Context: an optimization exercise on an open-source flow, tuned for a short achievable clock period and few clock cycles. The choices shown serve that exercise and are no tape-out recipe. Where RTL was checked, it was by simulation tests only, not by an equivalence proof against the original. Power and IR drop assume default switching activity.

==> branch harbor <==
## dlx_core
module dlx_core (
    input  logic        clk,
    input  logic        rst,
    input  logic [31:0] init_pc,
    output logic [31:0] i_addr,
    input  logic [31:0] instruction,
    output logic [31:0] mem_addr,
    output logic [31:0] mem_wr_data,
    output logic        mem_wr,
    input  logic [31:0] mem_rd_data,
    output logic        reg_wr,
    output logic [4:0]  rd,
    output logic [31:0] reg_wr_data
);
Settings: LEC_CHECK=0, CAP_MARGIN=20, CORE_MARGIN=2, CORE_UTILIZATION=35, PLACE_DENSITY=0.5, SETUP_SLACK_MARGIN=4.5, SLEW_MARGIN=20, SYNTH_HIERARCHICAL=1, TNS_END_PERCENT=100; clock period 7.0 ns.
run.sh (not shown) runs the stock make flow with config.mk's settings and CLKGATE_MAP_FILE= SYNTH_SCRIPT=/design/flow/synth_recipe.tcl, a recipe that flattens the netlist after the stock synthesis.
==> branch indigo (differences from branch harbor) <==
--- a/flow/design.v
+++ b/flow/design.v
@@ -59,10 +59,52 @@
     logic [14:0] n_nz;
     assign n_z  = tk_z  ? tgt : other;
     assign n_nz = tk_nz ? tgt : other;
     assign n_pc = z ? n_z : n_nz;
 endmodule
+module dlx_npc2 (
+    input  logic [29:0] tgt_c0,
+    input  logic [29:0] tgt_c1,
+    input  logic        ct,
+    input  logic [29:0] other,
+    input  logic        tk_z,        
+    input  logic        tk_nz,       
+    output logic [29:0] n_z,
+    output logic [29:0] n_nz
+);
+    logic [29:0] tgt;
+    assign tgt  = ct ? tgt_c1 : tgt_c0;
+    assign n_z  = tk_z  ? tgt : other;
+    assign n_nz = tk_nz ? tgt : other;
+endmodule
+module dlx_hisel (
+    input  logic [21:0] h_m1,
+    input  logic [21:0] h_0,
+    input  logic [21:0] h_p1,
+    input  logic        sgn,
+    output logic [21:0] hc0,
+    output logic [21:0] hc1
+);
+    assign hc0 = sgn ? h_m1 : h_0;
+    assign hc1 = sgn ? h_0 : h_p1;
+endmodule
+module dlx_pcsel (
+    input  logic [29:0] a,
+    input  logic [29:0] b,
+    input  logic        s,
+    output logic [29:0] q
+);
+    assign q = s ? a : b;
+endmodule
+module dlx_pcsel6 (
+    input  logic [5:0] a,
+    input  logic [5:0] b,
+    input  logic       s,
+    output logic [5:0] q
+);
+    assign q = s ? a : b;
+endmodule
 `timescale 1ns/1ps
 module dlx_zero (
     input  logic [31:0] a,
     input  logic [31:0] b,
     input  logic        op_add,
@@ -191,11 +233,23 @@
     input  logic [31:0] mem_rd_data,
     output logic        reg_wr,
     output logic [4:0]  rd,
     output logic [31:0] reg_wr_data
 );
+    logic [29:0] pc_a;           
+    logic [29:0] pc_b;           
+    logic        z_o0, z_o1, z_o2;       
+    logic        z_o3_n, z_o4_n;         
+    logic        z_i_n;          
+    logic [29:0] pc_o;
     logic [29:0] pc_q;
+    dlx_pcsel6 i_pc_o0 (.a(pc_a[5:0]),   .b(pc_b[5:0]),   .s(z_o0),   .q(pc_o[5:0]));
+    dlx_pcsel6 i_pc_o1 (.a(pc_a[11:6]),  .b(pc_b[11:6]),  .s(z_o1),   .q(pc_o[11:6]));
+    dlx_pcsel6 i_pc_o2 (.a(pc_a[17:12]), .b(pc_b[17:12]), .s(z_o2),   .q(pc_o[17:12]));
+    dlx_pcsel6 i_pc_o3 (.a(pc_b[23:18]), .b(pc_a[23:18]), .s(z_o3_n), .q(pc_o[23:18]));
+    dlx_pcsel6 i_pc_o4 (.a(pc_b[29:24]), .b(pc_a[29:24]), .s(z_o4_n), .q(pc_o[29:24]));
+    dlx_pcsel  i_pc_i   (.a(pc_b), .b(pc_a), .s(z_i_n), .q(pc_q));
     logic        e_valid;
     logic        e_wr;           
     logic [4:0]  e_rd;
     logic        e_lw;
     logic        e_sw;
@@ -231,11 +285,11 @@
     logic [31:0] regs [1:31];
     logic [31:0] zr;             
     logic [31:0] m_val;
     logic        m_zero;
     logic        m_wb;
-    assign i_addr = {pc_q, 2'b00};
+    assign i_addr = {pc_o, 2'b00};
     logic [31:0] m_res;
     assign m_res  = xm_s | xm_d | xm_l;
     assign m_val  = m_lw ? mem_rd_data : m_res;
     assign m_zero = m_lw ? (mem_rd_data == 32'd0) : m_ez;
     assign m_wb   = m_valid && m_wr;
@@ -438,41 +492,52 @@
     logic        ct;
     logic        f_short;
     logic        f_fast;         
     assign h_0    = pc_q[29:8];
     dlx_pcinc i_pcinc (.pc(pc_q), .pc4(f_pc4), .h_m1(h_m1), .h_p1(h_p1));
-    dlx_add8c i_tlo (.a(pc_q[7:0]), .b(instruction[9:2]), .s(t_lo), .co(ct));
+    logic [7:0] t_lo_a;
+    logic [7:0] t_lo_b;
+    logic       ct_a;
+    logic       ct_b;
+    dlx_add8c i_tlo_a (.a(pc_a[7:0]), .b(instruction[9:2]), .s(t_lo_a), .co(ct_a));
+    dlx_add8c i_tlo_b (.a(pc_b[7:0]), .b(instruction[9:2]), .s(t_lo_b), .co(ct_b));
+    assign t_lo = z_i_n ? t_lo_b : t_lo_a;
+    assign ct   = z_i_n ? ct_b : ct_a;
     assign f_short = f_j ? ((instruction[25:9] == 17'h1ffff) || (instruction[25:9] == 17'h0))
                          : ((instruction[15:9] == 7'h7f) || (instruction[15:9] == 7'h0));
     assign f_fast  = f_take;
     logic        tk_z;
     logic        tk_nz;
-    logic        z_lo;
-    logic        z_hi;
+    logic        z;
     logic [29:0] n_other;
-    logic [29:0] n_tgt;
-    logic [29:0] n_pc;
+    logic [29:0] n_z;
+    logic [29:0] n_nz;
     logic        f_hold;
     logic [29:0] n_base;
     assign n_base  = rst ? init_pc[31:2] : (r_redir ? r_tgt : f_pc4);
     assign n_other = f_hold ? pc_q : n_base;
     dlx_fctl i_fctl (.ins(instruction), .rst(rst), .r_redir(r_redir), .e_fwd(e_fwd),
                      .e_lw(e_lw), .e_rd(e_rd), .ez_known(ez_known), .m_ld(m_wb && m_lw),
                      .m_rd(m_rd), .known(f_known), .hold(f_hold), .tk_z(tk_z),
                      .tk_nz(tk_nz));
-    dlx_zsel i_z_lo (.rs1_zero(f_rs1 == 5'd0), .e_hit(f_e_hit), .ez(ez),
-                     .m_hit(f_m_hit), .mz(m_ez), .rz(f_zr), .z(z_lo));
-    dlx_zsel i_z_hi (.rs1_zero(f_rs1 == 5'd0), .e_hit(f_e_hit), .ez(ez),
-                     .m_hit(f_m_hit), .mz(m_ez), .rz(f_zr), .z(z_hi));
-    dlx_ftgt i_ftgt (.h_m1(h_m1), .h_0(h_0), .h_p1(h_p1), .t_lo(t_lo), .sgn(instruction[9]),
-                     .ct(ct), .tgt(n_tgt));
-    dlx_npc15 i_npc_lo (.tgt(n_tgt[14:0]), .other(n_other[14:0]), .tk_z(tk_z), .tk_nz(tk_nz),
-                        .z(z_lo), .n_pc(n_pc[14:0]));
-    dlx_npc15 i_npc_hi (.tgt(n_tgt[29:15]), .other(n_other[29:15]), .tk_z(tk_z), .tk_nz(tk_nz),
-                        .z(z_hi), .n_pc(n_pc[29:15]));
+    dlx_zsel i_z (.rs1_zero(f_rs1 == 5'd0), .e_hit(f_e_hit), .ez(ez),
+                  .m_hit(f_m_hit), .mz(m_ez), .rz(f_zr), .z(z));
+    logic [21:0] hc0;
+    logic [21:0] hc1;
+    dlx_hisel i_hisel (.h_m1(h_m1), .h_0(h_0), .h_p1(h_p1), .sgn(instruction[9]),
+                       .hc0(hc0), .hc1(hc1));
+    dlx_npc2 i_npc (.tgt_c0({hc0, t_lo}), .tgt_c1({hc1, t_lo}), .ct(ct), .other(n_other),
+                    .tk_z(tk_z), .tk_nz(tk_nz), .n_z(n_z), .n_nz(n_nz));
     always_ff @(posedge clk) begin
-        pc_q <= n_pc;
+        pc_a   <= n_z;
+        pc_b   <= n_nz;
+        z_o0   <= z;
+        z_o1   <= !rst && z;
+        z_o2   <= rst || z;
+        z_o3_n <= !rst && !z;
+        z_o4_n <= rst || !z;
+        z_i_n  <= !z;
     end
     logic e_lgop;
     assign e_lgop = e_r_and || e_r_or || e_r_xor || e_r_slt;
     assign n_as = !rst && fa_alu && e_r_add;
     assign n_ad = !rst && fa_alu && e_r_sub;
Settings changed: CORE_UTILIZATION 35 to 55, PLACE_DENSITY 0.5 to 0.7.
==> branch amber (differences from branch harbor) <==
--- a/flow/design.v
+++ b/flow/design.v
@@ -45,24 +45,10 @@
     assign lo   = {1'b0, pc[7:0]} + 9'd1;
     assign h_m1 = pc[29:8] - 22'd1;
     assign h_p1 = pc[29:8] + 22'd1;
     assign pc4  = {lo[8] ? h_p1 : pc[29:8], lo[7:0]};
 endmodule
-module dlx_npc15 (
-    input  logic [14:0] tgt,
-    input  logic [14:0] other,
-    input  logic        tk_z,
-    input  logic        tk_nz,
-    input  logic        z,
-    output logic [14:0] n_pc
-);
-    logic [14:0] n_z;
-    logic [14:0] n_nz;
-    assign n_z  = tk_z  ? tgt : other;
-    assign n_nz = tk_nz ? tgt : other;
-    assign n_pc = z ? n_z : n_nz;
-endmodule
 `timescale 1ns/1ps
 module dlx_zero (
     input  logic [31:0] a,
     input  logic [31:0] b,
     input  logic        op_add,
@@ -100,11 +86,10 @@
     input  logic [4:0]  e_rd,
     input  logic        ez_known,
     input  logic        m_ld,        
     input  logic [4:0]  m_rd,
     output logic        known,
-    output logic        hold,        
     output logic        tk_z,
     output logic        tk_nz
 );
     logic [5:0] op;
     logic       rtype;
@@ -128,11 +113,10 @@
     assign stall = e_lw && ((hit_a && alu_a) || (hit_b && rtype));
     assign known = !(hit_a && !ez_known) &&
                    !(!hit_a && m_ld && (m_rd == ins[25:21]) && (ins[25:21] != 5'd0));
     assign early = j || (!known && ((beqz && ins[15]) || bnez));
     assign ok    = !rst && !r_redir && !stall;
-    assign hold  = !rst && !r_redir && stall;
     assign tk_z  = ok && (early || (known && beqz));
     assign tk_nz = ok && (early || (known && bnez));
 endmodule
 `timescale 1ns/1ps
 module dlx_add32 (
@@ -191,11 +175,14 @@
     input  logic [31:0] mem_rd_data,
     output logic        reg_wr,
     output logic [4:0]  rd,
     output logic [31:0] reg_wr_data
 );
+    logic [29:0] pc_o;
+    logic [29:0] pc_n;
     logic [29:0] pc_q;
+    assign pc_q = ~pc_n;
     logic        e_valid;
     logic        e_wr;           
     logic [4:0]  e_rd;
     logic        e_lw;
     logic        e_sw;
@@ -204,11 +191,10 @@
     logic        e_pred;         
     logic        e_j;            
     logic        e_long;         
     logic        e_a_ld;         
     logic        e_s_ld;         
-    logic        e_s_fwd;        
     logic        e_r_add;        
     logic        e_r_sub;
     logic        e_r_and;
     logic        e_r_or;
     logic        e_r_xor;
@@ -225,17 +211,18 @@
     logic        m_lw;
     logic [4:0]  m_rd;
     logic        m_ez;           
     logic [31:0] xa_s, xa_d, xa_l;    
     logic [31:0] xb_s, xb_d, xb_l;    
+    logic [31:0] xs_s, xs_d, xs_l;    
     logic [31:0] xm_s, xm_d, xm_l;
     logic [31:0] regs [1:31];
     logic [31:0] zr;             
     logic [31:0] m_val;
     logic        m_zero;
     logic        m_wb;
-    assign i_addr = {pc_q, 2'b00};
+    assign i_addr = {pc_o, 2'b00};
     logic [31:0] m_res;
     assign m_res  = xm_s | xm_d | xm_l;
     assign m_val  = m_lw ? mem_rd_data : m_res;
     assign m_zero = m_lw ? (mem_rd_data == 32'd0) : m_ez;
     assign m_wb   = m_valid && m_wr;
@@ -287,11 +274,11 @@
     dlx_opmux i_a4 (.s_n(xa_s), .d_n(xa_d), .l_n(xa_l), .o_n(r_oa_n), .q(a4));
     dlx_opmux i_b1 (.s_n(xb_s), .d_n(xb_d), .l_n(xb_l), .o_n(r_ob_n), .q(b1));
     dlx_opmux i_b2 (.s_n(xb_s), .d_n(xb_d), .l_n(xb_l), .o_n(r_ob_n), .q(b2));
     dlx_opmux i_b3 (.s_n(xb_s), .d_n(xb_d), .l_n(xb_l), .o_n(r_ob_n), .q(b3));
     dlx_opmux i_b4 (.s_n(xb_s), .d_n(xb_d), .l_n(xb_l), .o_n(r_ob_n), .q(b4));
-    assign st = e_s_fwd ? m_res : ~r_os_n;
+    dlx_opmux i_st (.s_n(xs_s), .d_n(xs_d), .l_n(xs_l), .o_n(r_os_n), .q(st));
     assign st_d = e_s_ld ? mem_rd_data : st;
     assign a_zero   = e_a_ld ? (mem_rd_data == 32'd0) : (a3 == 32'd0);
     assign taken    = e_bnez ^ a_zero;
     logic act_taken;
     assign act_taken = e_j || (e_br && taken);
@@ -321,18 +308,22 @@
                    .op_and(e_r_and), .op_or(e_r_or), .z(ez));
     assign ez_known = !e_lw && !e_r_slt;
     assign ez_full  = e_r_slt ? !slt : ez;
     logic n_as, n_ad, n_al;
     logic n_bs, n_bd, n_bl;
+    logic n_ss, n_sd, n_sl;
     logic n_ms, n_md, n_ml;
     always_ff @(posedge clk) begin
         xa_s <= ~(sum  & {32{n_as}});
         xa_d <= ~(diff & {32{n_ad}});
         xa_l <= ~(lg   & {32{n_al}});
         xb_s <= ~(sum  & {32{n_bs}});
         xb_d <= ~(diff & {32{n_bd}});
         xb_l <= ~(lg   & {32{n_bl}});
+        xs_s <= ~(sum  & {32{n_ss}});
+        xs_d <= ~(diff & {32{n_sd}});
+        xs_l <= ~(lg   & {32{n_sl}});
         xm_s <= sum  & {32{n_ms}};
         xm_d <= diff & {32{n_md}};
         xm_l <= lg   & {32{n_ml}};
     end
     always_ff @(posedge clk) begin
@@ -444,44 +435,45 @@
     assign f_short = f_j ? ((instruction[25:9] == 17'h1ffff) || (instruction[25:9] == 17'h0))
                          : ((instruction[15:9] == 7'h7f) || (instruction[15:9] == 7'h0));
     assign f_fast  = f_take;
     logic        tk_z;
     logic        tk_nz;
-    logic        z_lo;
-    logic        z_hi;
+    logic        z_o;
+    logic        z_n;
     logic [29:0] n_other;
     logic [29:0] n_tgt;
-    logic [29:0] n_pc;
-    logic        f_hold;
-    logic [29:0] n_base;
-    assign n_base  = rst ? init_pc[31:2] : (r_redir ? r_tgt : f_pc4);
-    assign n_other = f_hold ? pc_q : n_base;
+    logic [29:0] n_pc_o;
+    logic [29:0] n_pc_n;
+    assign n_other = rst ? init_pc[31:2] : (r_redir ? r_tgt : (f_stall ? pc_q : f_pc4));
     dlx_fctl i_fctl (.ins(instruction), .rst(rst), .r_redir(r_redir), .e_fwd(e_fwd),
                      .e_lw(e_lw), .e_rd(e_rd), .ez_known(ez_known), .m_ld(m_wb && m_lw),
-                     .m_rd(m_rd), .known(f_known), .hold(f_hold), .tk_z(tk_z),
-                     .tk_nz(tk_nz));
-    dlx_zsel i_z_lo (.rs1_zero(f_rs1 == 5'd0), .e_hit(f_e_hit), .ez(ez),
-                     .m_hit(f_m_hit), .mz(m_ez), .rz(f_zr), .z(z_lo));
-    dlx_zsel i_z_hi (.rs1_zero(f_rs1 == 5'd0), .e_hit(f_e_hit), .ez(ez),
-                     .m_hit(f_m_hit), .mz(m_ez), .rz(f_zr), .z(z_hi));
+                     .m_rd(m_rd), .known(f_known), .tk_z(tk_z), .tk_nz(tk_nz));
+    dlx_zsel i_z_o (.rs1_zero(f_rs1 == 5'd0), .e_hit(f_e_hit), .ez(ez),
+                    .m_hit(f_m_hit), .mz(m_ez), .rz(f_zr), .z(z_o));
+    dlx_zsel i_z_n (.rs1_zero(f_rs1 == 5'd0), .e_hit(f_e_hit), .ez(ez),
+                    .m_hit(f_m_hit), .mz(m_ez), .rz(f_zr), .z(z_n));
     dlx_ftgt i_ftgt (.h_m1(h_m1), .h_0(h_0), .h_p1(h_p1), .t_lo(t_lo), .sgn(instruction[9]),
                      .ct(ct), .tgt(n_tgt));
-    dlx_npc15 i_npc_lo (.tgt(n_tgt[14:0]), .other(n_other[14:0]), .tk_z(tk_z), .tk_nz(tk_nz),
-                        .z(z_lo), .n_pc(n_pc[14:0]));
-    dlx_npc15 i_npc_hi (.tgt(n_tgt[29:15]), .other(n_other[29:15]), .tk_z(tk_z), .tk_nz(tk_nz),
-                        .z(z_hi), .n_pc(n_pc[29:15]));
+    dlx_npc i_npc_o (.tgt(n_tgt), .other(n_other), .tk_z(tk_z), .tk_nz(tk_nz), .z(z_o),
+                     .n_pc(n_pc_o));
+    dlx_npc i_npc_n (.tgt(n_tgt), .other(n_other), .tk_z(tk_z), .tk_nz(tk_nz), .z(z_n),
+                     .n_pc(n_pc_n));
     always_ff @(posedge clk) begin
-        pc_q <= n_pc;
+        pc_o <= n_pc_o;
+        pc_n <= ~n_pc_n;
     end
     logic e_lgop;
     assign e_lgop = e_r_and || e_r_or || e_r_xor || e_r_slt;
     assign n_as = !rst && fa_alu && e_r_add;
     assign n_ad = !rst && fa_alu && e_r_sub;
     assign n_al = !rst && fa_alu && e_lgop;
     assign n_bs = !rst && f_rtype && fb_alu && e_r_add;
     assign n_bd = !rst && f_rtype && fb_alu && e_r_sub;
     assign n_bl = !rst && f_rtype && fb_alu && e_lgop;
+    assign n_ss = !rst && fb_alu && e_r_add;
+    assign n_sd = !rst && fb_alu && e_r_sub;
+    assign n_sl = !rst && fb_alu && e_lgop;
     assign n_ms = !rst && e_r_add;
     assign n_md = !rst && e_r_sub;
     assign n_ml = !rst && e_lgop;
     always_ff @(posedge clk) begin
         if (rst) begin
@@ -495,11 +487,10 @@
             e_pred  <= 1'b0;
             e_j     <= 1'b0;
             e_long  <= 1'b0;
             e_a_ld  <= 1'b0;
             e_s_ld  <= 1'b0;
-            e_s_fwd <= 1'b0;
             e_r_add <= 1'b0;
             e_r_sub <= 1'b0;
             e_r_and <= 1'b0;
             e_r_or  <= 1'b0;
             e_r_xor <= 1'b0;
@@ -520,11 +511,10 @@
             e_long  <= (f_j || f_beqz || f_bnez) && !f_short;
             e_bnez  <= f_bnez;
             e_pred  <= f_fast;
             e_a_ld  <= fa_ld;
             e_s_ld  <= fb_ld;
-            e_s_fwd <= fb_alu;
             e_r_sub <= f_rtype && (f_fn == 6'h22);
             e_r_and <= f_rtype && (f_fn == 6'h24);
             e_r_or  <= f_rtype && (f_fn == 6'h25);
             e_r_xor <= f_rtype && (f_fn == 6'h26);
             e_r_slt <= f_rtype && (f_fn == 6'h2a);
==> comparison table <==
| quantity | branch amber | branch indigo | branch harbor |
|---|---|---|---|
| Mapped Avg Cell Area | 9.13 um^2 | 9.08 um^2 | 9.09 um^2 |
| XOR/XNOR share of the synthesized area | 2.30% | 2.34% | 2.47% |
| Crit path capture | pc_n[23] | i_addr[31] | pc_q[1] |
| Total global-route track usage | 27.8% | 40.0% | 28.2% |
| Path depth of the worst reg2reg path | 16 | 14 | 15 |
| Reported net switching power | 7.50 mW | 7.91 mW | 7.36 mW |
| Upper clock frequency limit | 291 MHz | 307 MHz | 315 MHz |
| Area overhead of the layout relative to synthesis | 29.4% | 30.5% | 30.4% |
| Pwr Total | 26.8 mW | 26.5 mW | 25.5 mW |
| Clk. pwr | 11.5 mW | 10.3 mW | 10.8 mW |
| Clock transition at the registers of the reported paths | 60 ps | 70 ps | 60 ps |
| Status | finished clean | finished clean | finished clean |
| Clk latency of the worst-skew pair | 920 ps | 870 ps | 890 ps |
| Number of synthesized register bits | 1813 | 1724 | 1688 |
| Area of the core region | 268000 um^2 | 169000 um^2 | 259000 um^2 |
| Number of global-route vias before repair | 78900 | 82900 | 77200 |
| Power Sequential | 10.6 mW | 10.2 mW | 9.87 mW |
| Inserted Diodes | 100 | 22 | 3 |
| Share of the final layout cell area in sequential cells | 30.1% | 28.5% | 28.9% |
| Distinct cell type count after synthesis | 99 | 99 | 100 |
Testbench counts of branch harbor, summed over its fixed seeds: cycles 26,170.
Testbench counts of branch indigo, summed over its fixed seeds: cycles 26,170.
Only the layout flow was run in branch amber; the RTL was not checked for function there.

-- what the ideal ports hide --
In the flow no input, the clock included, has a driving cell. The finished layouts below were timed again as built, in two steps. Step 1 assumes that a clkbuf_16 drives the clock port and a buf_2 every other input. Step 2, shift: input delay + t, output delay - t, t = (earliest + latest rising clock arrival at the registers) / 2. This alone moves slack from input paths to output paths. Slacks: ideal / step 1 / step 2; pairs: ideal / step 1.
run	t, ns	slack for setup (ns)	worst register clock-pin slew, ns	worst slew at a driven data input, ns
branch harbor	0.960	3.826 / 3.826 / 2.875	0.07 / 0.07	0.40
branch indigo	0.943	3.738 / 3.649 / 2.963	0.07 / 0.07	0.34
branch amber	0.986	3.564 / 3.551 / 2.565	0.07 / 0.07	0.53
After both steps every run listed still meets setup and hold. For branch amber, which loses most, drivers alone change the setup slack by -0.013 ns; drivers and shift together by -0.999 ns.
